What follows belongs to an exercise in optimizing a design on an open flow for small area, a short achievable clock period and few clock cycles per item; a production flow would make more cautious choices.
In this exercise RTL edits were held to simulation tests only and were not proved equivalent to the original.
Power figures rest on the tool's default switching activity, not on a simulated workload.

## flow/design.v (module list and top-level ports; edited modules follow where they fit)
// module conv_requant_packer: 1611 lines
// module rq_fa: 4 lines
// module rq_ha: 4 lines
module conv_requant_packer #(
  parameter int DATA_WIDTH = 8,
  parameter int ACC_WIDTH  = 32,
  parameter int BUS_WIDTH  = 128,
  parameter int ADDR_WIDTH = 18
) (
  input  logic                  clk,
  input  logic                  rst,
  input  logic                  start,
  input  logic [ADDR_WIDTH-1:0] cfg_base_addr,
  input  logic [15:0]           cfg_scale,
  input  logic [4:0]            cfg_shift,
  input  logic [1:0]            cfg_act_mode,
  input  logic [DATA_WIDTH-1:0] cfg_clip_max,
  output logic                  busy,
  output logic                  done,
  input  logic                  in_valid,
  output logic                  in_ready,
  input  logic [ACC_WIDTH-1:0]  in_acc,
  input  logic [ACC_WIDTH-1:0]  in_bias,
  input  logic                  in_last,
  output logic                  out_valid,
  input  logic                  out_ready,
  output logic [ADDR_WIDTH-1:0] out_addr,
  output logic [BUS_WIDTH-1:0]  out_data,
  output logic                  out_last,
  output logic [15:0]           sat_count
);
  // ...
==> flow/flow/run.sh <==
#!/bin/bash
set -euo pipefail
export BUFFER_PORTS_ARGS="-buffer_cell sky130_fd_sc_hd__buf_1"
bash standard.sh "BUFFER_PORTS_ARGS=$BUFFER_PORTS_ARGS" finish > flow_make.log 2>&1
==> flow/standard.sh <==
#!/bin/bash
# synth_recipe.tcl (not shown) runs the flow's synth.tcl, then flattens the netlist and writes it again
# the make line also repeats each setting of config.mk as NAME=value (left out here)
make -C /OpenROAD-flow-scripts/flow DESIGN_CONFIG=/design/flow/config.mk WORK_HOME=/design/flow/orfs CLKGATE_MAP_FILE= SYNTH_SCRIPT=/design/flow/synth_recipe.tcl "${@:-finish}"
==> flow/config.mk <==
export PLATFORM = sky130hd
export DESIGN_NAME = conv_requant_packer
export DESIGN_NICKNAME = conv_requant_packer
export VERILOG_FILES = /design/flow/design.v
export SDC_FILE = /design/flow/constraint.sdc
export NUM_CORES = 4
export LEC_CHECK = 0
export ABC_AREA = 1
export CAP_MARGIN = 20
export CORE_MARGIN = 2
export CORE_UTILIZATION = 60
export CTS_CLUSTER_SIZE = 30
export SETUP_SLACK_MARGIN = 4.1
export SLEW_MARGIN = 20
export SYNTH_HIERARCHICAL = 1
export SYNTH_MINIMUM_KEEP_SIZE = 0
==> flow/constraint.sdc <==
create_clock -name core_clock -period 7.5 [get_ports {clk}]
set_input_delay 1.5000 -clock core_clock [delete_from_list [all_inputs] [get_ports {clk}]]
set_output_delay 1.5000 -clock core_clock [all_outputs]
set_load 0.01 [all_outputs]
==> run notes, run 1 <==
* Outcome: finished clean
* YS warnings at 7
* Final ANT Viol Nets at 0
* DR WL/cell at 26.0 um
* Number of synthesized register bits at 406
* Final wirelength at 105000 um
* Die height at 222 um
* Psw at 0.00966 W
* R2r startpoint: s1_ovf_q
* FILL cells at 2776
* Hold EP: s2_last_q
* Worst r2r path cells at 13
* Top-area cell type share of the netlist area at 23.4%
* Sequential share of power at 19.6%
* Crit path from: s1_ovf_q
* Max incr delay on CP at 0.60 ns
* Worst-Skew Late Latency at 0.63 ns
* Final hold vios at 0
* Highest Signal Layer: met5
* Worst Hold Depth at 0
* Top Registers: word_q: 128 flops, s2_a_q: 48 flops, s2_c_q: 47 flops
* Fraction of the yosys area taken by sequential cells at 36.3%
* Commonest non-fill, non-tap cell in the layout: nand2_1
* Reg-to-Reg End: s2_c_q[29]
* Die area at 0.0492 mm2
* Cell area power density at 549 mW/mm2
* Hold_ws at 0.327 ns
* Multi-input gate share of total cell area at 51.1%
* Largest Register: word_q
* Clock root buffer: clkbuf_16
* Met2 routed WL at 48000 um
* Final sequential cell count at 406
* CP top delay family: adder cells
* Worst EP required at 8.07 ns
* Post-layout minimum cycle time at 3.97 ns
* Total of max-cap violations at 0
* GR Util met3 at 8.16%
* Setup_tns at 0 ns
Testbench counts, summed over its fixed seeds: cycles 9,535, items 9,247.
==> run 2: changes to the inputs <==
--- a/flow/design.v
+++ b/flow/design.v
@@ -31,17 +31,17 @@
   localparam int PROD_W = ACC_WIDTH + 16;
   logic busy_q, run_q, in_ready_q, done_q;
   logic [7:0]                   cfg_one_q, cfg_two_q, cfg_neg_q;   
   logic                         cfg_top_q;                         
   logic [4:0]                   cfg_shift_q;
   logic [1:0]                   cfg_mode_q;
   logic signed [DATA_WIDTH-1:0] cfg_clip_q;
   logic [ADDR_WIDTH-1:0]        addr_q;
-  logic                  s1_valid_q, s1_last_q, s1_ovf_q, s1_sgn_q;
+  logic                  s1_valid_q, s1_last_q, s1_ovp_q, s1_ovn_q;
   logic [ACC_WIDTH-1:0]  s1_b_q;
   logic                  s2_valid_q, s2_last_q;
   logic [PROD_W-1:0]     s2_a_q, s2_c_q;
   logic                  s3_valid_q, s3_last_q, s3_hi_q, s3_neg_q;
   logic [9:0]            s3_t_q;
   logic [BUS_WIDTH-1:0]  word_q;
   logic [IDX_W-1:0]      idx_q;
   logic                  out_valid_q, out_last_q;
@@ -135,190 +135,337 @@
   logic aa_G73, aa_P73;
   logic aa_G74, aa_P74;
   logic aa_G75, aa_P75;
   logic aa_G76, aa_P76;
   logic aa_G77, aa_P77;
   logic aa_G78, aa_P78;
   logic aa_G79, aa_P79;
   logic aa_G80, aa_P80;
+  logic aa_G81, aa_P81;
+  logic aa_G82, aa_P82;
+  logic aa_G83, aa_P83;
+  logic aa_G84, aa_P84;
+  logic aa_G85, aa_P85;
+  logic aa_G86, aa_P86;
+  logic aa_G87, aa_P87;
+  logic aa_G88, aa_P88;
+  logic aa_G89, aa_P89;
+  logic aa_G90, aa_P90;
+  logic aa_G91, aa_P91;
+  logic aa_G92, aa_P92;
+  logic aa_G93, aa_P93;
+  logic aa_G94, aa_P94;
+  logic aa_G95, aa_P95;
+  logic aa_G96, aa_P96;
+  logic aa_G97, aa_P97;
+  logic aa_G98, aa_P98;
+  logic aa_G99, aa_P99;
+  logic aa_G100, aa_P100;
+  logic aa_G101, aa_P101;
+  logic aa_G102, aa_P102;
+  logic aa_G103, aa_P103;
+  logic aa_G104, aa_P104;
+  logic aa_G105, aa_P105;
+  logic aa_G106, aa_P106;
+  logic aa_G107, aa_P107;
+  logic aa_G108, aa_P108;
+  logic aa_G109, aa_P109;
+  logic aa_G110, aa_P110;
+  logic aa_G111, aa_P111;
+  logic aa_G112, aa_P112;
+  logic aa_G113, aa_P113;
+  logic aa_G114, aa_P114;
+  logic aa_G115, aa_P115;
+  logic aa_G116, aa_P116;
+  logic aa_G117, aa_P117;
+  logic aa_G118, aa_P118;
+  logic aa_G119, aa_P119;
+  logic aa_G120, aa_P120;
+  logic aa_G121, aa_P121;
+  logic aa_G122, aa_P122;
+  logic aa_G123, aa_P123;
+  logic aa_G124, aa_P124;
+  logic aa_G125, aa_P125;
+  logic aa_G126, aa_P126;
+  logic aa_G127, aa_P127;
+  logic aa_G128, aa_P128;
+  logic aa_G129, aa_P129;
   assign aa_p = in_acc ^ in_bias;
   assign aa_g = in_acc & in_bias;
   assign aa_G1 = aa_g[1] | (aa_p[1] & aa_g[0]);
-  assign aa_G2 = aa_g[3] | (aa_p[3] & aa_g[2]);
-  assign aa_P2 = aa_p[3] & aa_p[2];
-  assign aa_G3 = aa_g[5] | (aa_p[5] & aa_g[4]);
-  assign aa_P3 = aa_p[5] & aa_p[4];
-  assign aa_G4 = aa_g[7] | (aa_p[7] & aa_g[6]);
-  assign aa_P4 = aa_p[7] & aa_p[6];
-  assign aa_G5 = aa_g[9] | (aa_p[9] & aa_g[8]);
-  assign aa_P5 = aa_p[9] & aa_p[8];
-  assign aa_G6 = aa_g[11] | (aa_p[11] & aa_g[10]);
-  assign aa_P6 = aa_p[11] & aa_p[10];
-  assign aa_G7 = aa_g[13] | (aa_p[13] & aa_g[12]);
-  assign aa_P7 = aa_p[13] & aa_p[12];
-  assign aa_G8 = aa_g[15] | (aa_p[15] & aa_g[14]);
-  assign aa_P8 = aa_p[15] & aa_p[14];
-  assign aa_G9 = aa_g[17] | (aa_p[17] & aa_g[16]);
-  assign aa_P9 = aa_p[17] & aa_p[16];
-  assign aa_G10 = aa_g[19] | (aa_p[19] & aa_g[18]);
-  assign aa_P10 = aa_p[19] & aa_p[18];
-  assign aa_G11 = aa_g[21] | (aa_p[21] & aa_g[20]);
-  assign aa_P11 = aa_p[21] & aa_p[20];
-  assign aa_G12 = aa_g[23] | (aa_p[23] & aa_g[22]);
-  assign aa_P12 = aa_p[23] & aa_p[22];
-  assign aa_G13 = aa_g[25] | (aa_p[25] & aa_g[24]);
-  assign aa_P13 = aa_p[25] & aa_p[24];
-  assign aa_G14 = aa_g[27] | (aa_p[27] & aa_g[26]);
-  assign aa_P14 = aa_p[27] & aa_p[26];
-  assign aa_G15 = aa_g[29] | (aa_p[29] & aa_g[28]);
-  assign aa_P15 = aa_p[29] & aa_p[28];
-  assign aa_G16 = aa_g[31] | (aa_p[31] & aa_g[30]);
-  assign aa_P16 = aa_p[31] & aa_p[30];
-  assign aa_G17 = aa_g[2] | (aa_p[2] & aa_G1);
-  assign aa_G18 = aa_G2 | (aa_P2 & aa_G1);
-  assign aa_G19 = aa_g[6] | (aa_p[6] & aa_G3);
-  assign aa_P19 = aa_p[6] & aa_P3;
-  assign aa_G20 = aa_G4 | (aa_P4 & aa_G3);
-  assign aa_P20 = aa_P4 & aa_P3;
-  assign aa_G21 = aa_g[10] | (aa_p[10] & aa_G5);
-  assign aa_P21 = aa_p[10] & aa_P5;
-  assign aa_G22 = aa_G6 | (aa_P6 & aa_G5);
-  assign aa_P22 = aa_P6 & aa_P5;
-  assign aa_G23 = aa_g[14] | (aa_p[14] & aa_G7);
-  assign aa_P23 = aa_p[14] & aa_P7;
-  assign aa_G24 = aa_G8 | (aa_P8 & aa_G7);
-  assign aa_P24 = aa_P8 & aa_P7;
-  assign aa_G25 = aa_g[18] | (aa_p[18] & aa_G9);
-  assign aa_P25 = aa_p[18] & aa_P9;
-  assign aa_G26 = aa_G10 | (aa_P10 & aa_G9);
-  assign aa_P26 = aa_P10 & aa_P9;
-  assign aa_G27 = aa_g[22] | (aa_p[22] & aa_G11);
-  assign aa_P27 = aa_p[22] & aa_P11;
-  assign aa_G28 = aa_G12 | (aa_P12 & aa_G11);
-  assign aa_P28 = aa_P12 & aa_P11;
-  assign aa_G29 = aa_g[26] | (aa_p[26] & aa_G13);
-  assign aa_P29 = aa_p[26] & aa_P13;
-  assign aa_G30 = aa_G14 | (aa_P14 & aa_G13);
-  assign aa_P30 = aa_P14 & aa_P13;
-  assign aa_G31 = aa_g[30] | (aa_p[30] & aa_G15);
-  assign aa_P31 = aa_p[30] & aa_P15;
-  assign aa_G32 = aa_G16 | (aa_P16 & aa_G15);
-  assign aa_P32 = aa_P16 & aa_P15;
-  assign aa_G33 = aa_g[4] | (aa_p[4] & aa_G18);
-  assign aa_G34 = aa_G3 | (aa_P3 & aa_G18);
-  assign aa_G35 = aa_G19 | (aa_P19 & aa_G18);
-  assign aa_G36 = aa_G20 | (aa_P20 & aa_G18);
-  assign aa_G37 = aa_g[12] | (aa_p[12] & aa_G22);
-  assign aa_P37 = aa_p[12] & aa_P22;
-  assign aa_G38 = aa_G7 | (aa_P7 & aa_G22);
-  assign aa_P38 = aa_P7 & aa_P22;
-  assign aa_G39 = aa_G23 | (aa_P23 & aa_G22);
-  assign aa_P39 = aa_P23 & aa_P22;
-  assign aa_G40 = aa_G24 | (aa_P24 & aa_G22);
-  assign aa_P40 = aa_P24 & aa_P22;
-  assign aa_G41 = aa_g[20] | (aa_p[20] & aa_G26);
-  assign aa_P41 = aa_p[20] & aa_P26;
-  assign aa_G42 = aa_G11 | (aa_P11 & aa_G26);
-  assign aa_P42 = aa_P11 & aa_P26;
-  assign aa_G43 = aa_G27 | (aa_P27 & aa_G26);
-  assign aa_P43 = aa_P27 & aa_P26;
-  assign aa_G44 = aa_G28 | (aa_P28 & aa_G26);
-  assign aa_P44 = aa_P28 & aa_P26;
-  assign aa_G45 = aa_g[28] | (aa_p[28] & aa_G30);
-  assign aa_P45 = aa_p[28] & aa_P30;
-  assign aa_G46 = aa_G15 | (aa_P15 & aa_G30);
-  assign aa_P46 = aa_P15 & aa_P30;
-  assign aa_G47 = aa_G31 | (aa_P31 & aa_G30);
-  assign aa_P47 = aa_P31 & aa_P30;
-  assign aa_G48 = aa_G32 | (aa_P32 & aa_G30);
-  assign aa_P48 = aa_P32 & aa_P30;
-  assign aa_G49 = aa_g[8] | (aa_p[8] & aa_G36);
-  assign aa_G50 = aa_G5 | (aa_P5 & aa_G36);
-  assign aa_G51 = aa_G21 | (aa_P21 & aa_G36);
-  assign aa_G52 = aa_G22 | (aa_P22 & aa_G36);
-  assign aa_G53 = aa_G37 | (aa_P37 & aa_G36);
-  assign aa_G54 = aa_G38 | (aa_P38 & aa_G36);
-  assign aa_G55 = aa_G39 | (aa_P39 & aa_G36);
-  assign aa_G56 = aa_G40 | (aa_P40 & aa_G36);
-  assign aa_G57 = aa_g[24] | (aa_p[24] & aa_G44);
-  assign aa_P57 = aa_p[24] & aa_P44;
-  assign aa_G58 = aa_G13 | (aa_P13 & aa_G44);
-  assign aa_P58 = aa_P13 & aa_P44;
-  assign aa_G59 = aa_G29 | (aa_P29 & aa_G44);
-  assign aa_P59 = aa_P29 & aa_P44;
-  assign aa_G60 = aa_G30 | (aa_P30 & aa_G44);
-  assign aa_P60 = aa_P30 & aa_P44;
-  assign aa_G61 = aa_G45 | (aa_P45 & aa_G44);
-  assign aa_P61 = aa_P45 & aa_P44;
-  assign aa_G62 = aa_G46 | (aa_P46 & aa_G44);
-  assign aa_P62 = aa_P46 & aa_P44;
-  assign aa_G63 = aa_G47 | (aa_P47 & aa_G44);
-  assign aa_P63 = aa_P47 & aa_P44;
-  assign aa_G64 = aa_G48 | (aa_P48 & aa_G44);
-  assign aa_P64 = aa_P48 & aa_P44;
-  assign aa_G65 = aa_g[16] | (aa_p[16] & aa_G56);
-  assign aa_G66 = aa_G9 | (aa_P9 & aa_G56);
-  assign aa_G67 = aa_G25 | (aa_P25 & aa_G56);
-  assign aa_G68 = aa_G26 | (aa_P26 & aa_G56);
-  assign aa_G69 = aa_G41 | (aa_P41 & aa_G56);
-  assign aa_G70 = aa_G42 | (aa_P42 & aa_G56);
-  assign aa_G71 = aa_G43 | (aa_P43 & aa_G56);
-  assign aa_G72 = aa_G44 | (aa_P44 & aa_G56);
-  assign aa_G73 = aa_G57 | (aa_P57 & aa_G56);
-  assign aa_G74 = aa_G58 | (aa_P58 & aa_G56);
-  assign aa_G75 = aa_G59 | (aa_P59 & aa_G56);
-  assign aa_G76 = aa_G60 | (aa_P60 & aa_G56);
-  assign aa_G77 = aa_G61 | (aa_P61 & aa_G56);
-  assign aa_G78 = aa_G62 | (aa_P62 & aa_G56);
-  assign aa_G79 = aa_G63 | (aa_P63 & aa_G56);
-  assign aa_G80 = aa_G64 | (aa_P64 & aa_G56);
+  assign aa_G2 = aa_g[2] | (aa_p[2] & aa_g[1]);
+  assign aa_P2 = aa_p[2] & aa_p[1];
+  assign aa_G3 = aa_g[3] | (aa_p[3] & aa_g[2]);
+  assign aa_P3 = aa_p[3] & aa_p[2];
+  assign aa_G4 = aa_g[4] | (aa_p[4] & aa_g[3]);
+  assign aa_P4 = aa_p[4] & aa_p[3];
+  assign aa_G5 = aa_g[5] | (aa_p[5] & aa_g[4]);
+  assign aa_P5 = aa_p[5] & aa_p[4];
+  assign aa_G6 = aa_g[6] | (aa_p[6] & aa_g[5]);
+  assign aa_P6 = aa_p[6] & aa_p[5];
+  assign aa_G7 = aa_g[7] | (aa_p[7] & aa_g[6]);
+  assign aa_P7 = aa_p[7] & aa_p[6];
+  assign aa_G8 = aa_g[8] | (aa_p[8] & aa_g[7]);
+  assign aa_P8 = aa_p[8] & aa_p[7];
+  assign aa_G9 = aa_g[9] | (aa_p[9] & aa_g[8]);
+  assign aa_P9 = aa_p[9] & aa_p[8];
+  assign aa_G10 = aa_g[10] | (aa_p[10] & aa_g[9]);
+  assign aa_P10 = aa_p[10] & aa_p[9];
+  assign aa_G11 = aa_g[11] | (aa_p[11] & aa_g[10]);
+  assign aa_P11 = aa_p[11] & aa_p[10];
+  assign aa_G12 = aa_g[12] | (aa_p[12] & aa_g[11]);
+  assign aa_P12 = aa_p[12] & aa_p[11];
+  assign aa_G13 = aa_g[13] | (aa_p[13] & aa_g[12]);
+  assign aa_P13 = aa_p[13] & aa_p[12];
+  assign aa_G14 = aa_g[14] | (aa_p[14] & aa_g[13]);
+  assign aa_P14 = aa_p[14] & aa_p[13];
+  assign aa_G15 = aa_g[15] | (aa_p[15] & aa_g[14]);
+  assign aa_P15 = aa_p[15] & aa_p[14];
+  assign aa_G16 = aa_g[16] | (aa_p[16] & aa_g[15]);
+  assign aa_P16 = aa_p[16] & aa_p[15];
+  assign aa_G17 = aa_g[17] | (aa_p[17] & aa_g[16]);
+  assign aa_P17 = aa_p[17] & aa_p[16];
+  assign aa_G18 = aa_g[18] | (aa_p[18] & aa_g[17]);
+  assign aa_P18 = aa_p[18] & aa_p[17];
+  assign aa_G19 = aa_g[19] | (aa_p[19] & aa_g[18]);
+  assign aa_P19 = aa_p[19] & aa_p[18];
+  assign aa_G20 = aa_g[20] | (aa_p[20] & aa_g[19]);
+  assign aa_P20 = aa_p[20] & aa_p[19];
+  assign aa_G21 = aa_g[21] | (aa_p[21] & aa_g[20]);
+  assign aa_P21 = aa_p[21] & aa_p[20];
+  assign aa_G22 = aa_g[22] | (aa_p[22] & aa_g[21]);
+  assign aa_P22 = aa_p[22] & aa_p[21];
+  assign aa_G23 = aa_g[23] | (aa_p[23] & aa_g[22]);
+  assign aa_P23 = aa_p[23] & aa_p[22];
+  assign aa_G24 = aa_g[24] | (aa_p[24] & aa_g[23]);
+  assign aa_P24 = aa_p[24] & aa_p[23];
+  assign aa_G25 = aa_g[25] | (aa_p[25] & aa_g[24]);
+  assign aa_P25 = aa_p[25] & aa_p[24];
+  assign aa_G26 = aa_g[26] | (aa_p[26] & aa_g[25]);
+  assign aa_P26 = aa_p[26] & aa_p[25];
+  assign aa_G27 = aa_g[27] | (aa_p[27] & aa_g[26]);
+  assign aa_P27 = aa_p[27] & aa_p[26];
+  assign aa_G28 = aa_g[28] | (aa_p[28] & aa_g[27]);
+  assign aa_P28 = aa_p[28] & aa_p[27];
+  assign aa_G29 = aa_g[29] | (aa_p[29] & aa_g[28]);
+  assign aa_P29 = aa_p[29] & aa_p[28];
+  assign aa_G30 = aa_g[30] | (aa_p[30] & aa_g[29]);
+  assign aa_P30 = aa_p[30] & aa_p[29];
+  assign aa_G31 = aa_g[31] | (aa_p[31] & aa_g[30]);
+  assign aa_P31 = aa_p[31] & aa_p[30];
+  assign aa_G32 = aa_G2 | (aa_P2 & aa_g[0]);
+  assign aa_G33 = aa_G3 | (aa_P3 & aa_G1);
+  assign aa_G34 = aa_G4 | (aa_P4 & aa_G2);
+  assign aa_P34 = aa_P4 & aa_P2;
+  assign aa_G35 = aa_G5 | (aa_P5 & aa_G3);
+  assign aa_P35 = aa_P5 & aa_P3;
+  assign aa_G36 = aa_G6 | (aa_P6 & aa_G4);
+  assign aa_P36 = aa_P6 & aa_P4;
+  assign aa_G37 = aa_G7 | (aa_P7 & aa_G5);
+  assign aa_P37 = aa_P7 & aa_P5;
+  assign aa_G38 = aa_G8 | (aa_P8 & aa_G6);
+  assign aa_P38 = aa_P8 & aa_P6;
+  assign aa_G39 = aa_G9 | (aa_P9 & aa_G7);
+  assign aa_P39 = aa_P9 & aa_P7;
+  assign aa_G40 = aa_G10 | (aa_P10 & aa_G8);
+  assign aa_P40 = aa_P10 & aa_P8;
+  assign aa_G41 = aa_G11 | (aa_P11 & aa_G9);
+  assign aa_P41 = aa_P11 & aa_P9;
+  assign aa_G42 = aa_G12 | (aa_P12 & aa_G10);
+  assign aa_P42 = aa_P12 & aa_P10;
+  assign aa_G43 = aa_G13 | (aa_P13 & aa_G11);
+  assign aa_P43 = aa_P13 & aa_P11;
+  assign aa_G44 = aa_G14 | (aa_P14 & aa_G12);
+  assign aa_P44 = aa_P14 & aa_P12;
+  assign aa_G45 = aa_G15 | (aa_P15 & aa_G13);
+  assign aa_P45 = aa_P15 & aa_P13;
+  assign aa_G46 = aa_G16 | (aa_P16 & aa_G14);
+  assign aa_P46 = aa_P16 & aa_P14;
+  assign aa_G47 = aa_G17 | (aa_P17 & aa_G15);
+  assign aa_P47 = aa_P17 & aa_P15;
+  assign aa_G48 = aa_G18 | (aa_P18 & aa_G16);
+  assign aa_P48 = aa_P18 & aa_P16;
+  assign aa_G49 = aa_G19 | (aa_P19 & aa_G17);
+  assign aa_P49 = aa_P19 & aa_P17;
+  assign aa_G50 = aa_G20 | (aa_P20 & aa_G18);
+  assign aa_P50 = aa_P20 & aa_P18;
+  assign aa_G51 = aa_G21 | (aa_P21 & aa_G19);
+  assign aa_P51 = aa_P21 & aa_P19;
+  assign aa_G52 = aa_G22 | (aa_P22 & aa_G20);
+  assign aa_P52 = aa_P22 & aa_P20;
+  assign aa_G53 = aa_G23 | (aa_P23 & aa_G21);
+  assign aa_P53 = aa_P23 & aa_P21;
+  assign aa_G54 = aa_G24 | (aa_P24 & aa_G22);
+  assign aa_P54 = aa_P24 & aa_P22;
+  assign aa_G55 = aa_G25 | (aa_P25 & aa_G23);
+  assign aa_P55 = aa_P25 & aa_P23;
+  assign aa_G56 = aa_G26 | (aa_P26 & aa_G24);
+  assign aa_P56 = aa_P26 & aa_P24;
+  assign aa_G57 = aa_G27 | (aa_P27 & aa_G25);
+  assign aa_P57 = aa_P27 & aa_P25;
+  assign aa_G58 = aa_G28 | (aa_P28 & aa_G26);
+  assign aa_P58 = aa_P28 & aa_P26;
+  assign aa_G59 = aa_G29 | (aa_P29 & aa_G27);
+  assign aa_P59 = aa_P29 & aa_P27;
+  assign aa_G60 = aa_G30 | (aa_P30 & aa_G28);
+  assign aa_P60 = aa_P30 & aa_P28;
+  assign aa_G61 = aa_G31 | (aa_P31 & aa_G29);
+  assign aa_P61 = aa_P31 & aa_P29;
+  assign aa_G62 = aa_G34 | (aa_P34 & aa_g[0]);
+  assign aa_G63 = aa_G35 | (aa_P35 & aa_G1);
+  assign aa_G64 = aa_G36 | (aa_P36 & aa_G32);
+  assign aa_G65 = aa_G37 | (aa_P37 & aa_G33);
+  assign aa_G66 = aa_G38 | (aa_P38 & aa_G34);
+  assign aa_P66 = aa_P38 & aa_P34;
+  assign aa_G67 = aa_G39 | (aa_P39 & aa_G35);
+  assign aa_P67 = aa_P39 & aa_P35;
+  assign aa_G68 = aa_G40 | (aa_P40 & aa_G36);
+  assign aa_P68 = aa_P40 & aa_P36;
+  assign aa_G69 = aa_G41 | (aa_P41 & aa_G37);
+  assign aa_P69 = aa_P41 & aa_P37;
+  assign aa_G70 = aa_G42 | (aa_P42 & aa_G38);
+  assign aa_P70 = aa_P42 & aa_P38;
+  assign aa_G71 = aa_G43 | (aa_P43 & aa_G39);
+  assign aa_P71 = aa_P43 & aa_P39;
+  assign aa_G72 = aa_G44 | (aa_P44 & aa_G40);
+  assign aa_P72 = aa_P44 & aa_P40;
+  assign aa_G73 = aa_G45 | (aa_P45 & aa_G41);
+  assign aa_P73 = aa_P45 & aa_P41;
+  assign aa_G74 = aa_G46 | (aa_P46 & aa_G42);
+  assign aa_P74 = aa_P46 & aa_P42;
+  assign aa_G75 = aa_G47 | (aa_P47 & aa_G43);
+  assign aa_P75 = aa_P47 & aa_P43;
+  assign aa_G76 = aa_G48 | (aa_P48 & aa_G44);
+  assign aa_P76 = aa_P48 & aa_P44;
+  assign aa_G77 = aa_G49 | (aa_P49 & aa_G45);
+  assign aa_P77 = aa_P49 & aa_P45;
+  assign aa_G78 = aa_G50 | (aa_P50 & aa_G46);
+  assign aa_P78 = aa_P50 & aa_P46;
+  assign aa_G79 = aa_G51 | (aa_P51 & aa_G47);
+  assign aa_P79 = aa_P51 & aa_P47;
+  assign aa_G80 = aa_G52 | (aa_P52 & aa_G48);
+  assign aa_P80 = aa_P52 & aa_P48;
+  assign aa_G81 = aa_G53 | (aa_P53 & aa_G49);
+  assign aa_P81 = aa_P53 & aa_P49;
+  assign aa_G82 = aa_G54 | (aa_P54 & aa_G50);
+  assign aa_P82 = aa_P54 & aa_P50;
+  assign aa_G83 = aa_G55 | (aa_P55 & aa_G51);
+  assign aa_P83 = aa_P55 & aa_P51;
+  assign aa_G84 = aa_G56 | (aa_P56 & aa_G52);
+  assign aa_P84 = aa_P56 & aa_P52;
+  assign aa_G85 = aa_G57 | (aa_P57 & aa_G53);
+  assign aa_P85 = aa_P57 & aa_P53;
+  assign aa_G86 = aa_G58 | (aa_P58 & aa_G54);
+  assign aa_P86 = aa_P58 & aa_P54;
+  assign aa_G87 = aa_G59 | (aa_P59 & aa_G55);
+  assign aa_P87 = aa_P59 & aa_P55;
+  assign aa_G88 = aa_G60 | (aa_P60 & aa_G56);
+  assign aa_P88 = aa_P60 & aa_P56;
+  assign aa_G89 = aa_G61 | (aa_P61 & aa_G57);
+  assign aa_P89 = aa_P61 & aa_P57;
+  assign aa_G90 = aa_G66 | (aa_P66 & aa_g[0]);
+  assign aa_G91 = aa_G67 | (aa_P67 & aa_G1);
+  assign aa_G92 = aa_G68 | (aa_P68 & aa_G32);
+  assign aa_G93 = aa_G69 | (aa_P69 & aa_G33);
+  assign aa_G94 = aa_G70 | (aa_P70 & aa_G62);
+  assign aa_G95 = aa_G71 | (aa_P71 & aa_G63);
+  assign aa_G96 = aa_G72 | (aa_P72 & aa_G64);
+  assign aa_G97 = aa_G73 | (aa_P73 & aa_G65);
+  assign aa_G98 = aa_G74 | (aa_P74 & aa_G66);
+  assign aa_P98 = aa_P74 & aa_P66;
+  assign aa_G99 = aa_G75 | (aa_P75 & aa_G67);
+  assign aa_P99 = aa_P75 & aa_P67;
+  assign aa_G100 = aa_G76 | (aa_P76 & aa_G68);
+  assign aa_P100 = aa_P76 & aa_P68;
+  assign aa_G101 = aa_G77 | (aa_P77 & aa_G69);
+  assign aa_P101 = aa_P77 & aa_P69;
+  assign aa_G102 = aa_G78 | (aa_P78 & aa_G70);
+  assign aa_P102 = aa_P78 & aa_P70;
+  assign aa_G103 = aa_G79 | (aa_P79 & aa_G71);
+  assign aa_P103 = aa_P79 & aa_P71;
+  assign aa_G104 = aa_G80 | (aa_P80 & aa_G72);
+  assign aa_P104 = aa_P80 & aa_P72;
+  assign aa_G105 = aa_G81 | (aa_P81 & aa_G73);
+  assign aa_P105 = aa_P81 & aa_P73;
+  assign aa_G106 = aa_G82 | (aa_P82 & aa_G74);
+  assign aa_P106 = aa_P82 & aa_P74;
+  assign aa_G107 = aa_G83 | (aa_P83 & aa_G75);
+  assign aa_P107 = aa_P83 & aa_P75;
+  assign aa_G108 = aa_G84 | (aa_P84 & aa_G76);
+  assign aa_P108 = aa_P84 & aa_P76;
+  assign aa_G109 = aa_G85 | (aa_P85 & aa_G77);
+  assign aa_P109 = aa_P85 & aa_P77;
+  assign aa_G110 = aa_G86 | (aa_P86 & aa_G78);
+  assign aa_P110 = aa_P86 & aa_P78;
+  assign aa_G111 = aa_G87 | (aa_P87 & aa_G79);
+  assign aa_P111 = aa_P87 & aa_P79;
+  assign aa_G112 = aa_G88 | (aa_P88 & aa_G80);
+  assign aa_P112 = aa_P88 & aa_P80;
+  assign aa_G113 = aa_G89 | (aa_P89 & aa_G81);
+  assign aa_P113 = aa_P89 & aa_P81;
+  assign aa_G114 = aa_G98 | (aa_P98 & aa_g[0]);
+  assign aa_G115 = aa_G99 | (aa_P99 & aa_G1);
+  assign aa_G116 = aa_G100 | (aa_P100 & aa_G32);
+  assign aa_G117 = aa_G101 | (aa_P101 & aa_G33);
+  assign aa_G118 = aa_G102 | (aa_P102 & aa_G62);
+  assign aa_G119 = aa_G103 | (aa_P103 & aa_G63);
+  assign aa_G120 = aa_G104 | (aa_P104 & aa_G64);
+  assign aa_G121 = aa_G105 | (aa_P105 & aa_G65);
+  assign aa_G122 = aa_G106 | (aa_P106 & aa_G90);
+  assign aa_G123 = aa_G107 | (aa_P107 & aa_G91);
+  assign aa_G124 = aa_G108 | (aa_P108 & aa_G92);
+  assign aa_G125 = aa_G109 | (aa_P109 & aa_G93);
+  assign aa_G126 = aa_G110 | (aa_P110 & aa_G94);
+  assign aa_G127 = aa_G111 | (aa_P111 & aa_G95);
+  assign aa_G128 = aa_G112 | (aa_P112 & aa_G96);
+  assign aa_G129 = aa_G113 | (aa_P113 & aa_G97);
   assign aa_c[0] = 1'b0;
   assign aa_c[1] = aa_g[0];
   assign aa_c[2] = aa_G1;
-  assign aa_c[3] = aa_G17;
-  assign aa_c[4] = aa_G18;
-  assign aa_c[5] = aa_G33;
-  assign aa_c[6] = aa_G34;
-  assign aa_c[7] = aa_G35;
-  assign aa_c[8] = aa_G36;
-  assign aa_c[9] = aa_G49;
-  assign aa_c[10] = aa_G50;
-  assign aa_c[11] = aa_G51;
-  assign aa_c[12] = aa_G52;
-  assign aa_c[13] = aa_G53;
-  assign aa_c[14] = aa_G54;
-  assign aa_c[15] = aa_G55;
-  assign aa_c[16] = aa_G56;
-  assign aa_c[17] = aa_G65;
-  assign aa_c[18] = aa_G66;
-  assign aa_c[19] = aa_G67;
-  assign aa_c[20] = aa_G68;
-  assign aa_c[21] = aa_G69;
-  assign aa_c[22] = aa_G70;
-  assign aa_c[23] = aa_G71;
-  assign aa_c[24] = aa_G72;
-  assign aa_c[25] = aa_G73;
-  assign aa_c[26] = aa_G74;
-  assign aa_c[27] = aa_G75;
-  assign aa_c[28] = aa_G76;
-  assign aa_c[29] = aa_G77;
-  assign aa_c[30] = aa_G78;
-  assign aa_c[31] = aa_G79;
-  assign aa_c[32] = aa_G80;
+  assign aa_c[3] = aa_G32;
+  assign aa_c[4] = aa_G33;
+  assign aa_c[5] = aa_G62;
+  assign aa_c[6] = aa_G63;
+  assign aa_c[7] = aa_G64;
+  assign aa_c[8] = aa_G65;
+  assign aa_c[9] = aa_G90;
+  assign aa_c[10] = aa_G91;
+  assign aa_c[11] = aa_G92;
+  assign aa_c[12] = aa_G93;
+  assign aa_c[13] = aa_G94;
+  assign aa_c[14] = aa_G95;
+  assign aa_c[15] = aa_G96;
+  assign aa_c[16] = aa_G97;
+  assign aa_c[17] = aa_G114;
+  assign aa_c[18] = aa_G115;
+  assign aa_c[19] = aa_G116;
+  assign aa_c[20] = aa_G117;
+  assign aa_c[21] = aa_G118;
+  assign aa_c[22] = aa_G119;
+  assign aa_c[23] = aa_G120;
+  assign aa_c[24] = aa_G121;
+  assign aa_c[25] = aa_G122;
+  assign aa_c[26] = aa_G123;
+  assign aa_c[27] = aa_G124;
+  assign aa_c[28] = aa_G125;
+  assign aa_c[29] = aa_G126;
+  assign aa_c[30] = aa_G127;
+  assign aa_c[31] = aa_G128;
+  assign aa_c[32] = aa_G129;
   assign aa_s = aa_p ^ aa_c[31:0];
   logic acc_ovf;
   assign acc_ovf = (in_acc[ACC_WIDTH-1] == in_bias[ACC_WIDTH-1]) & (aa_s[ACC_WIDTH-1] != in_acc[ACC_WIDTH-1]);
   logic [31:0]       mx;
   logic [15:0]       my;
   logic [PROD_W-1:0] ma, mb;
   logic [7:0] my_one, my_two, my_neg;
   always_comb begin
-    mx = s1_b_q;
-    if (s1_ovf_q) mx = {s1_sgn_q, {(ACC_WIDTH-1){~s1_sgn_q}}};
+    for (int j = 0; j < ACC_WIDTH - 1; j++) mx[j] = (s1_b_q[j] | s1_ovp_q) & ~s1_ovn_q;
+    mx[ACC_WIDTH-1] = (s1_b_q[ACC_WIDTH-1] | s1_ovn_q) & ~s1_ovp_q;
   end
   assign my     = {cfg_top_q, 15'd0};
   assign my_one = cfg_one_q;
   assign my_two = cfg_two_q;
   assign my_neg = cfg_neg_q;
   logic [7:0] enc_one, enc_two, enc_neg;
   always_comb begin
     for (int k = 0; k < 8; k++) begin
@@ -1578,18 +1725,18 @@
       cfg_top_q   <= cfg_scale[15];
       cfg_shift_q <= cfg_shift;
       cfg_mode_q  <= cfg_act_mode;
       cfg_clip_q  <= cfg_clip_max;
     end
     if (start_ok)    addr_q <= cfg_base_addr;
     else if (out_hs) addr_q <= addr_q + ADDR_WIDTH'(1);
     s1_b_q    <= aa_s;
-    s1_ovf_q  <= acc_ovf;
-    s1_sgn_q  <= in_acc[ACC_WIDTH-1];
+    s1_ovp_q  <= acc_ovf & ~in_acc[ACC_WIDTH-1];
+    s1_ovn_q  <= acc_ovf & in_acc[ACC_WIDTH-1];
     s1_last_q <= in_last;
     s2_a_q    <= ma;
     s2_c_q    <= mb;
     s2_last_q <= s1_last_q;
     s3_t_q    <= t10;
     s3_hi_q   <= hi_ok;
     s3_neg_q  <= p[PROD_W-1];
     s3_last_q <= s2_last_q;
==> flow/config.mk (replaced) <==
export PLATFORM = sky130hd
export DESIGN_NAME = conv_requant_packer
export DESIGN_NICKNAME = conv_requant_packer
export VERILOG_FILES = /design/flow/design.v
export SDC_FILE = /design/flow/constraint.sdc
export NUM_CORES = 4
export LEC_CHECK = 0
export ABC_AREA = 1
export CAP_MARGIN = 20
export CORE_MARGIN = 2
export CORE_UTILIZATION = 40
export SETUP_SLACK_MARGIN = 3.9
export SLEW_MARGIN = 20
export SYNTH_HIERARCHICAL = 1
export SYNTH_MINIMUM_KEEP_SIZE = 0
==> run notes, run 2 <==
* Sequential share of power at 21.6% (+2.0 points)
* Cell area power density at 527 mW/mm2 (-3.9%)
* Final hold vios at 0 (unchanged)
* Clock tree buffer depth at 3
* Post-synthesis net count at 3489
* Top-area cell type share of the netlist area at 23.2% (-0.24 points)
* Max-slew headroom at 34.6%
* Mapped cell area at 0.0288 mm2
* # setup viols final at 0
* Boundary pin count at 286
* Clock root buffer: clkbuf_16
* Worst setup margin at 3.93 ns
* Multiplexer share of the synthesized area at 0.656%
* Worst-Skew Late Latency at 0.62 ns (about the same)
* Setup_tns at 0 ns (unchanged)
* CP startpoint kind: flop
* Crit path kind: reg -> reg
* Switching part of the total at 46.0%
* Routed vias/inst at 5.30
* Final wirelength at 82900 um (-21%)
* Netlist cell types at 61
* Max reg flops at 128
* Grt ovf at 0
* DR WL/cell at 19.2 um (-26%)
* Top Registers: word_q: 128 flops, s2_a_q: 48 flops, s2_c_q: 47 flops
* H-Tree Level Count at 2
* Routed met3 length at 6330 um
* Met1 Routed Length at 34200 um
* Detailed-route DRC error count at 0
* Largest Register: word_q
* Tot Pwr at 0.0182 W
* Total of max-cap violations at 0 (unchanged)
* Crit path from: s2_a_q[31]
* Die area at 0.0741 mm2 (+51%)
* Core ar. at 0.0714 mm2
* Global-route wire length before repair at 127000 um
* Clock share of power at 13.9%
* Final core area utilization at 48.4%
* Initial DRC count at 2151
* Overall Global Routing Usage at 21.6%
* Initial antenna violation count at 1
* Number of synthesized register bits at 406 (unchanged)
* Outcome: finished clean
* Layout cells sized above 1 at 11.6%
* Worst path arrival time at 4.10 ns
* HP Class: reg -> reg
* Comb pwr share at 64.5%
* Post-synth EDFFs at 222
* Worst r2r path cells at 23 (+10)
* Initial core utilization at 40.3%
* CTS tree: built
* Routability cong. at 0.909
* Internal power consumption at 0.00984 W
* Crit. End Element: flop
* Setup slack, reg-to-reg at 3.93 ns
* Highest Signal Layer: met4
* Largest net degree at the start of global routing at 50
* Met2 routed WL at 39300 um (-18%)
* Post-layout minimum cycle time at 3.57 ns (-0.399 ns)
* Adder-Cell Fraction of Synth Area at 22.3%
* Reg-to-Reg End: s3_hi_q
* Worst vdd ir at 339 uV
* Most frequent cells in the layout: nand2_1, xor2_1, inv_1
* Worst Path Max Fanout at 6
* Fmax at 0.280 GHz
* Chip width at 272 um
* Row count at 98
* Compound-gate portion of the synthesized area at 13.4%
* Post-Synth XOR/XNOR Area at 10.6%
* Cell count after synthesis at 3000
* Layout area overhead at 20.0%
* Fraction of the yosys area taken by sequential cells at 36.0% (-0.37 points)
* Final Net Count at 3820
* Vias post-DR at 22900
* DP Worst Slack at 2.87 ns
* Post-synthesis simple-gate area fraction at 10.9%
* Vias in the first global route at 22800
* Avg Inst Size Synth at 9.60 um2
* Yosys top cell by area: edfxtp_1
* Total clock sinks at 406
* Top cells by count, synth: nand2_1, xor2_1, inv_1
* Most common cell in the netlist: nand2_1
* Largest family of logic cells by synthesized area: adder cells
* Slew Viols, Final at 0
* Final ANT Viol Nets at 0 (unchanged)
* Clock-pin slew on the worst setup and hold paths at 0.06 ns
* Top FF cell, synth: edfxtp_1
* HPWL after detailed placement at 56400 um
* Commonest non-fill, non-tap cell in the layout: nand2_1
* Num CTS Buffers at 46
* Psw at 0.00838 W (-13%)
* Detailed Routing Iterations Pass 1 at 6
* Synth async-reset ratio at 0%
* Worst slew pin tran at 0.981 ns
* Synth top area cells: edfxtp_1, fa_1, dfxtp_1
* R2r startpoint: s2_a_q[31]
* CP Capture Point: s3_hi_q
* Port-buffer cells at 285
* Post-DP Area at 0.0309 mm2
* Fin area at 0.0346 mm2
* Tcrit/Tclk final at 47.6%
* Clk_skew at 0.0401 ns
* YS warnings at 7 (unchanged)
* Die height at 272 um (+23%)
* RSZ-0062 raised after global routing: yes
* Worst EP required at 8.03 ns (-0.04 ns)
* Leak Pwr at 14.2 nW
-- run 2: final cells by class --
cell class / count / area [um2]
tap: 950 / 1190
clock buffer: 57 / 1290
multi-input combinational: 2131 / 17400
clock inverter: 29 / 450
antenna: 2 / 5.00
inverter: 305 / 1150
timing repair buffer: 441 / 2700
sequential: 406 / 10400
fill: 6660 / 36800
-- run 2: cells by family after synthesis --
kind of cell,Yosys count
AND/OR/NAND/NOR,746
AO/OA/AOI/OAI,646
buffers and inverters,465
flip-flops,406
adder cells (fa/ha/maj),370
XOR/XNOR,349
multiplexers,18
-- run 2: metal layers --
layer	vias up	global-route usage, %
met5	-	0
met1	10800	27.5
li1	10900	-
met3	210	4.23
met2	1057	35.8
met4	0	9.25
-- run 2: worst min-delay path by stage --
stage / start / end / slack [ns] / depth (start not counted)
floorplan: s1_last_q / s2_last_q / 0.31 / 0
global placement: s2_last_q / s3_last_q / 0.31 / 0
detailed placement: s2_last_q / s3_last_q / 0.31 / 0
CTS: s1_last_q / s2_last_q / 0.32 / 0
global route: s2_last_q / s3_last_q / 0.34 / 0
finish: s2_last_q / s3_last_q / 0.32 / 0
-- run 2: critical path: stages (launching register included) --
cell      delay, ns
dfxtp_1        0.30
ha_1           0.43
nand4_1        0.21
nor2_2         0.28
nand3_4        0.11
nand2_4        0.11
nand2_2        0.06
nand2_2        0.09
nand2_2        0.05
nand2_2        0.08
a21boi_2       0.06
fa_2           0.39
xor2_2         0.16
nand2_2        0.15
nand2_8        0.08
buf_12         0.14
xor2_1         0.13
o21ai_0        0.06
o21ai_0        0.11
nor2_1         0.15
nand2_1        0.08
nor2_1         0.10
nand2_1        0.06
nor2_1         0.09
-- run 2: repair_timing --
| item | in CTS | in global routing |
|---|---|---|
| gates resized for setup | 66 | 114 |
| gates cloned | 1 | 5 |
| setup buffers | 36 | 68 |
| setup endpoints to repair | 172 | 170 |
| hold buffers | 0 | 0 |
| pin swaps | 17 | 55 |
-- run 2: per-stage QoR --
stage / hold WS [ns] / instances
final: 0.324 / 4321
after global routing: 0.344 / 4319
after CTS: 0.325 / 4246
after detailed placement: 0.312 / 4123
after global placement: 0.312 / 4123
after floorplan: 0.310 / 3000
-- run 2: per-module statistics from Yosys (local to each module, per instance) --
module | cells inside | flip-flops and latches | times used
rq_fa | 1 | 0 | 211
rq_ha | 1 | 0 | 20
conv_requant_packer | 2769 | 406 | 1
-- run 2: power by group through the flow --
| stage | sequential, W | combinational, W | clock [W] |
|---|---|---|---|
| after floorplan | 0.00407 | 0.00676 | 0 |
| after global placement | 0.00395 | 0.0104 | 0 |
| after detailed placement | 0.00396 | 0.0104 | 0 |
| after CTS | 0.00393 | 0.0109 | 0.00259 |
| after global routing | 0.00401 | 0.0130 | 0.00267 |
| final | 0.00393 | 0.0118 | 0.00253 |
Testbench counts of run 2, summed over its fixed seeds: cycles 9,535, items 9,247.
==> run 3: changes to the inputs <==
--- a/flow/config.mk
+++ b/flow/config.mk
@@ -13,3 +13,4 @@
 export SLEW_MARGIN = 20
 export SYNTH_HIERARCHICAL = 1
 export SYNTH_MINIMUM_KEEP_SIZE = 0
+export TNS_END_PERCENT = 5
==> run notes, run 3 <==
* Total clock sinks at 406 (unchanged)
* DR WL/cell at 19.1 um (-0.25%)
* Fmax at 0.269 GHz (-3.8%)
* Cts hold-fix bufs at 0 (unchanged)
* Most frequent cells in the layout: nand2_1, xor2_1, inv_1
* Post-synth EDFFs at 222 (unchanged)
* HPWL after detailed placement at 56400 um (unchanged)
* Post-layout minimum cycle time at 3.71 ns (+0.142 ns)
* Die area at 0.0741 mm2 (unchanged)
* Setup_tns at 0 ns (unchanged)
* Commonest non-fill, non-tap cell in the layout: nand2_1
* Detailed-route DRC error count at 0 (unchanged)
* Vias post-DR at 22600 (-1.3%)
* Overall Global Routing Usage at 21.6% (about the same)
* Fraction of the yosys area taken by sequential cells at 36.0% (unchanged)
* Number of synthesized register bits at 406 (unchanged)
* Initial antenna violation count at 1 (unchanged)
* Total of max-cap violations at 0 (unchanged)
* Avg Inst Size Synth at 9.60 um2 (unchanged)
* Top Registers: word_q: 128 flops, s2_a_q: 48 flops, s2_c_q: 47 flops
* Cell count after synthesis at 3000 (unchanged)
* Cell area power density at 527 mW/mm2 (-0.14%)
* Die height at 272 um (unchanged)
* Crit path kind: reg -> reg
* Final wirelength at 81600 um (-1.6%)
* Yosys top cell by area: edfxtp_1
* Boundary pin count at 286 (unchanged)
* CP startpoint kind: flop
* Synth top area cells: edfxtp_1, fa_1, dfxtp_1
* Layout cells sized above 1 at 9.42% (-2.2 points)
* Worst EP required at 7.96 ns (-0.07 ns)
* Layout area overhead at 17.5%
* Slew Viols, Final at 0 (unchanged)
* HP Class: reg -> reg
* Tcrit/Tclk final at 49.5% (+1.9 points)
* R2r startpoint: s1_ovp_q
* Worst Min Path Start: s1_last_q
* Routed vias/inst at 5.30 (about the same)
* Clk_skew at 0.0391 ns (-0.00102 ns)
* Final Net Count at 3764 (-1.5%)
* Final ANT Viol Nets at 0 (unchanged)
* # setup viols final at 0 (unchanged)
* Initial DRC count at 1923 (-11%)
* Routability cong. at 0.909 (unchanged)
* FILL cells at 6749 (+1.3%)
* Fin area at 0.0338 mm2 (-2.1%)
* Core ar. at 0.0714 mm2 (unchanged)
* Setup slack, reg-to-reg at 3.79 ns (-0.14 ns)
* Worst Path Max Fanout at 17 (+11)
* Largest Register: word_q
* Crit. End Element: flop
* Vias in the first global route at 22800 (+0.075%)
* Reg-to-Reg End: s2_c_q[32]
* Detailed Routing Iterations Pass 1 at 5 (-1)
* Top FF cell, synth: edfxtp_1
* Global-route wire length before repair at 127000 um (unchanged)
* Clock-pin slew on the worst setup and hold paths at 0.06 ns (about the same)
* Clock tree buffer depth at 3 (unchanged)
* Hold EP: s2_last_q
* Worst Hold Depth at 0 (unchanged)
* Max-slew headroom at 34.7% (+0.15 points)
* RSZ-0062 raised after global routing: yes
* H-Tree Level Count at 2 (unchanged)
* Initial core utilization at 40.3% (unchanged)
* Synth async-reset ratio at 0% (unchanged)
* Netlist cell types at 61 (unchanged)
* Top-area cell type share of the netlist area at 23.2% (unchanged)
* Worst r2r path cells at 8 (-65%)
* Worst slew pin tran at 0.979 ns (-0.00224 ns)
* Leak Pwr at 13.9 nW (-2.6%)
* Post-synthesis net count at 3489 (unchanged)
* Grt ovf at 0 (unchanged)
* Worst-Skew Late Latency at 0.62 ns (about the same)
* Worst vdd ir at 339 uV (+0.16%)
* Row count at 98 (unchanged)
* Worst path arrival time at 4.17 ns (+0.07 ns)
* Clock root buffer: clkbuf_16
* Largest net degree at the start of global routing at 50 (unchanged)
* Hold_ws at 0.325 ns (+0.000303 ns)
* CTS tree: built
* Worst setup margin at 3.79 ns (-0.142 ns)
* Top cells by count, synth: nand2_1, xor2_1, inv_1
* DP Worst Slack at 2.87 ns (unchanged)
* Final hold vios at 0 (unchanged)
* YS warnings at 7 (unchanged)
* Num CTS Buffers at 46 (unchanged)
* Post-DP Area at 0.0309 mm2 (unchanged)
* Chip width at 272 um (unchanged)
* Port-buffer cells at 285 (unchanged)
* Max reg flops at 128 (unchanged)
* Outcome: finished clean
* Mapped cell area at 0.0288 mm2 (unchanged)
* Most common cell in the netlist: nand2_1
[run 3: cell types whose count changed in the layout (fill, tap and decap cells not counted), sizes merged]
cell,delta
buf,-55
clkbuf,-1
clkinv,+1
diode,-1
inv,-1
[run 3: logic make-up (layout without fill, tap and decap cells)]
group | count (synthesis) | after routing | synth area share [%]
DFF | 406 | 406 | 36.0
other | 0 | 1 | 0
xor gates and xnor gates | 349 | 349 | 10.6
muxes | 18 | 18 | 0.656
AOI/OAI and AO/OA | 646 | 646 | 13.4
and+or+nand+nor | 746 | 748 | 10.9
buffers and inverters | 465 | 776 | 6.19
adders and majority gates | 370 | 370 | 22.3
[run 3: repair_timing]
item | CTS | global route
endpoints found under the setup margin | 172 | 185
gates cloned | 1 | 3
pin swaps | 17 | 30
resized for setup | 57 | 74
buffers inserted | 35 | 15
[run 3: power by group]
part           switching, W  leakage [nW]  total, W  internal [W]
clock network       0.00100         0.850   0.00253       0.00153
logic               0.00688          9.31    0.0113       0.00447
registers          0.000366          3.70   0.00393       0.00356
total               0.00825          13.9    0.0178       0.00956
[run 3: worst max-delay path by stage]
stage,from,endpoint,slack (ns),depth (start not counted)
finish,s1_ovp_q,s2_c_q[32],3.79,8
global route,s2_a_q[3],s3_hi_q,3.70,27
CTS,s2_a_q[3],s3_hi_q,3.83,27
detailed placement,s2_a_q[3],s3_hi_q,2.87,26
global placement,s2_a_q[3],s3_hi_q,2.90,26
floorplan,start,addr_q[0],3.99,4
[run 3: cell type report]
| class | count | area (um2) | share of cell area (%) |
|---|---|---|---|
| diodes | 1 | 2.50 | 0.00740 |
| repair buffers | 385 | 2070 | 6.11 |
| inverters | 305 | 1150 | 3.41 |
| flip-flops and latches | 406 | 10400 | 30.6 |
| clock inverters | 29 | 450 | 1.33 |
| multi-input cells | 2131 | 17300 | 51.2 |
| clock buffers | 57 | 1290 | 3.83 |
| well taps | 950 | 1190 | 3.51 |
[run 3: per-stage QoR]
step	total power, W	std cells	utilization, %
finish	0.0178	4264	47.4
global route	0.0193	4263	47.4
CTS	0.0173	4245	46.7
detailed placement	0.0144	4123	43.3
global placement	0.0143	4123	43.3
floorplan	0.0108	3000	-
[run 3: per-layer routing]
| metal | track usage [%] | vias to the layer above | share of wire, % |
|---|---|---|---|
| met5 | 0 | - | 0 |
| met2 | 35.8 | 1007 | 47 |
| met1 | 27.5 | 10600 | 41 |
| li1 | - | 10700 | - |
| met4 | 9.33 | 0 | 3.8 |
| met3 | 4.32 | 224 | 7.7 |
[run 3: Yosys stat by module (local to each module, per instance)]
module | area, um2 | flip-flops and latches
conv_requant_packer | 24300 | 406
rq_fa | 20.0 | 0
rq_ha | 12.5 | 0
[run 3: worst max-delay path: stages (launching register included)]
cell	delay, ns
dfxtp_4	0.41
buf_4	0.19
o21ai_4	0.55
o22ai_1	0.19
xor2_1	0.22
fa_1	0.48
fa_1	0.46
fa_1	0.61
fa_1	0.44
==> run 4: changes to the inputs <==
--- a/flow/config.mk
+++ b/flow/config.mk
@@ -9,8 +9,7 @@
 export CAP_MARGIN = 20
 export CORE_MARGIN = 2
 export CORE_UTILIZATION = 40
-export SETUP_SLACK_MARGIN = 3.9
+export SETUP_SLACK_MARGIN = 3.7
 export SLEW_MARGIN = 20
 export SYNTH_HIERARCHICAL = 1
 export SYNTH_MINIMUM_KEEP_SIZE = 0
-export TNS_END_PERCENT = 5
==> run notes, run 4 <==
* Worst Path Max Fanout at 17 (unchanged)
* Total clock sinks at 406 (unchanged)
* Setup slack, reg-to-reg at 3.79 ns (about the same)
* Yosys top cell by area: edfxtp_1
* Most used cell, CP: fa_1
* Cell count after synthesis at 3000 (unchanged)
* Overall Global Routing Usage at 21.4% (-0.22 points)
* Port-buffer cells at 285 (unchanged)
* Outcome: finished clean
* Post-layout minimum cycle time at 3.71 ns (-0.00451 ns)
* Most frequent cells in the layout: nand2_1, xor2_1, inv_1
* Commonest non-fill, non-tap cell in the layout: nand2_1
* Largest Register: word_q
* Top Registers: word_q: 128 flops, s2_a_q: 48 flops, s2_c_q: 47 flops
* Chip width at 272 um (unchanged)
* Tcrit/Tclk final at 49.5% (-0.060 points)
* Initial core utilization at 40.3% (unchanged)
* Antenna cells at 0 (-1)
* Die area at 0.0741 mm2 (unchanged)
* Clock tree buffer depth at 3 (unchanged)
* Largest net degree at the start of global routing at 50 (unchanged)
* Crit. End Element: flop
* Number of synthesized register bits at 406 (unchanged)
* Max incr delay on CP at 0.65 ns (+0.04 ns)
* CP top delay family: adder cells
* Comb pwr share at 63.4% (-0.3 points)
* Layout area overhead at 16.8%
* Most common cell in the netlist: nand2_1
* Worst path arrival time at 4.17 ns (about the same)
* Final wirelength at 81400 um (-0.29%)
* HPWL after detailed placement at 56400 um (unchanged)
* Boundary pin count at 286 (unchanged)
* Netlist cell types at 61 (unchanged)
* Worst-Skew Late Latency at 0.61 ns (about the same)
* Synth top area cells: edfxtp_1, fa_1, dfxtp_1
* Fin area at 0.0336 mm2 (-0.61%)
* Routability cong. at 0.909 (unchanged)
* Slew Viols, Final at 0 (unchanged)
* Die height at 272 um (unchanged)
* Worst Hold Depth at 0 (unchanged)
* Worst r2r path cells at 8 (unchanged)
* Setup_tns at 0 ns (unchanged)
* Worst vdd ir at 329 uV (-3.0%)
* Initial DRC count at 1840 (-4.3%)
* Clock root buffer: clkbuf_16
* Cells along the critical path: buf_4, o21ai_4, o22ai_1, xor2_1, fa_1, fa_1, fa_1, fa_1
* Worst EP required at 7.96 ns (about the same)
* Post-synth EDFFs at 222 (unchanged)
* Detailed-route DRC error count at 0 (unchanged)
* Vias in the first global route at 22500 (-1.0%)
* YS warnings at 7 (unchanged)
* Routed vias/inst at 5.31 (+0.12%)
* Detailed Routing Iterations Pass 1 at 6 (+1)
* Total of max-cap violations at 0 (unchanged)
* CP Buf/Inv Count at 1 (unchanged)
* Placed Cells at 4123 (unchanged)
* Final ANT Viol Nets at 0 (unchanged)
* Mapped cell area at 0.0288 mm2 (unchanged)
* Post-route insts no fill at 4260 (-0.094%)
* R2r startpoint: s1_ovp_q
* Post-DP Area at 0.0309 mm2 (unchanged)
* Core ar. at 0.0714 mm2 (unchanged)
* Crit path kind: reg -> reg
* CTS tree: built
* Clock share of power at 14.4% (+0.2 points)
* Cell area power density at 524 mW/mm2 (-0.57%)
* Sequential share of power at 22.3% (+0.2 points)
* Synth async-reset ratio at 0% (unchanged)
* Top-area cell type share of the netlist area at 23.2% (unchanged)
* Slowest cell on crit path: fa_1
* Fraction of the yosys area taken by sequential cells at 36.0% (unchanged)
* Leak Pwr at 13.8 nW (-0.43%)
* RSZ-0062 raised after global routing: yes
* Switching part of the total at 46.4% (+0.062 points)
* Internal power consumption at 0.00944 W (-1.3%)
* DR WL/cell at 19.1 um (-0.20%)
* Clock-pin slew on the worst setup and hold paths at 0.06 ns (about the same)
* Post-synthesis net count at 3489 (unchanged)
* Worst Min Path Start: s2_last_q
* Hold EP: s3_last_q
* Grt ovf at 0 (unchanged)
* Initial antenna violation count at 0 (-1)
* Hold_ws at 0.323 ns (-0.00134 ns)
* Vias post-DR at 22600 (+0.031%)
* Fmax at 0.270 GHz (+0.12%)
* HP Class: reg -> reg
* Crit path from: s1_ovp_q
* Layout cells sized above 1 at 8.70% (-0.72 points)
* Avg Inst Size Synth at 9.60 um2 (unchanged)
* Num CTS Buffers at 46 (unchanged)
* Top FF cell, synth: edfxtp_1
* Clk_skew at 0.0339 ns (-0.00515 ns)
* Final hold vios at 0 (unchanged)
* CP startpoint kind: flop
* Max-slew headroom at 33.1% (-1.6 points)
* # setup viols final at 0 (unchanged)
* H-Tree Level Count at 2 (unchanged)
* Row count at 98 (unchanged)
* Worst slew pin tran at 1.00 ns (+0.0238 ns)
* Final Net Count at 3761 (-0.080%)
* Top cells by count, synth: nand2_1, xor2_1, inv_1
* Max reg flops at 128 (unchanged)
* Psw at 0.00816 W (-1.0%)
* FILL cells at 6792 (+0.64%)
* Global-route wire length before repair at 125000 um (-1.0%)
* Reg-to-Reg End: s2_c_q[32]
==> run 4: timing repair <==
item | in CTS | in global routing
resized for setup | 39 | 56
setup buffers | 3 | 46
pin swaps | 1 | 19
hold buffers | 0 | 0
gates cloned | 0 | 2
setup endpoints to repair | 131 | 153
==> run 4: modules after synthesis (local to each module, per instance) <==
module | copies in the design | area [um2] | cells | flip-flops and latches
conv_requant_packer | 1 | 24300 | 2769 | 406
rq_fa | 211 | 20.0 | 1 | 0
rq_ha | 20 | 12.5 | 1 | 0
==> run 4: kinds of logic after synthesis <==
| logic type | share of synthesized area, % |
|---|---|
| multiplexers | 0.656 |
| adder cells (fa/ha/maj) | 22.3 |
| AO/OA/AOI/OAI | 13.4 |
| buffers and inverters | 6.19 |
| AND/OR/NAND/NOR | 10.9 |
| XOR/XNOR | 10.6 |
| flip-flops | 36.0 |
==> run 4: cell type report <==
class	instances	area [um2]	area share (%)
multi-input combinational	2131	17200	51.1
inverter	305	1150	3.43
clock buffer	57	1290	3.85
sequential	406	10400	30.8
timing repair buffer	382	1980	5.90
tap	950	1190	3.54
clock inverter	29	450	1.34
==> run 4: how the worst max path moves through the flow <==
stage | depth (start not counted) | endpoint | slack [ns]
after floorplan | 4 | addr_q[0] | 3.99
after detailed placement | 26 | s3_hi_q | 2.87
after global placement | 26 | s3_hi_q | 2.90
final | 8 | s2_c_q[32] | 3.79
after global routing | 27 | s3_hi_q | 3.57
after CTS | 26 | s3_hi_q | 3.51
==> run 4: power groups by stage <==
stage / clock (W) / combinational (W) / sequential, W
4_1_cts: 0.00259 / 0.0106 / 0.00393
2_1_floorplan: 0 / 0.00676 / 0.00407
3_5_place_dp: 0 / 0.0104 / 0.00396
6_report: 0.00253 / 0.0111 / 0.00392
5_1_grt: 0.00268 / 0.0124 / 0.00400
3_3_place_gp: 0 / 0.0104 / 0.00395
==> run 4: routing by layer <==
layer  up-vias  global-route usage (%)  wire (um)
li1      10700                       -          -
met2      1000                    35.6      38400
met3       200                    4.48       6230
met4         0                    8.62       2910
met5         -                       0          0
met1     10700                    27.2      33800
==> run 4: per-stage QoR <==
step / total power, W / setup WS (ns) / util (%)
final: 0.0176 / 3.79 / 47.1
after CTS: 0.0171 / 3.51 / 46.1
after global routing: 0.0191 / 3.57 / 47.1
after global placement: 0.0143 / 2.90 / 43.3
after floorplan: 0.0108 / 3.99 / -
after detailed placement: 0.0144 / 2.87 / 43.3

==> what the ideal ports hide <==
How much do the figures lean on ideal ports? The routed layouts below were timed once more, with nothing changed but the port constraints. Step 1 sets driving cells, clkbuf_16 on the clock port and buf_2 on the other inputs (assumed; they add their load-dependent delay and slew). Step 2, shift: input delay + t, output delay - t, t = (earliest + latest rising clock arrival at the registers) / 2. This alone moves slack from input paths to output paths. a / b / c = ideal / step 1 / step 2; a / b = the first two.
run | t, ns | setup slack, ns | worst setup path at the end | slew at the worst register clock pin (ns) | cell pins on the clock port's net
run 1 | 0.670 | 3.529 / 3.529 / 3.529 | register to register | 0.07 / 0.07 | 1
run 2 | 0.659 | 3.928 / 3.928 / 3.786 | input to register | 0.07 / 0.07 | 1
run 3 | 0.657 | 3.785 / 3.785 / 3.785 | register to register | 0.07 / 0.07 | 1
run 4 | 0.650 | 3.790 / 3.790 / 3.790 | register to register | 0.07 / 0.07 | 1
After both steps setup and hold are still met in every run listed. The setup slack of run 2, which loses most, moves by 0.000 ns with the drivers and by -0.142 ns with both steps.
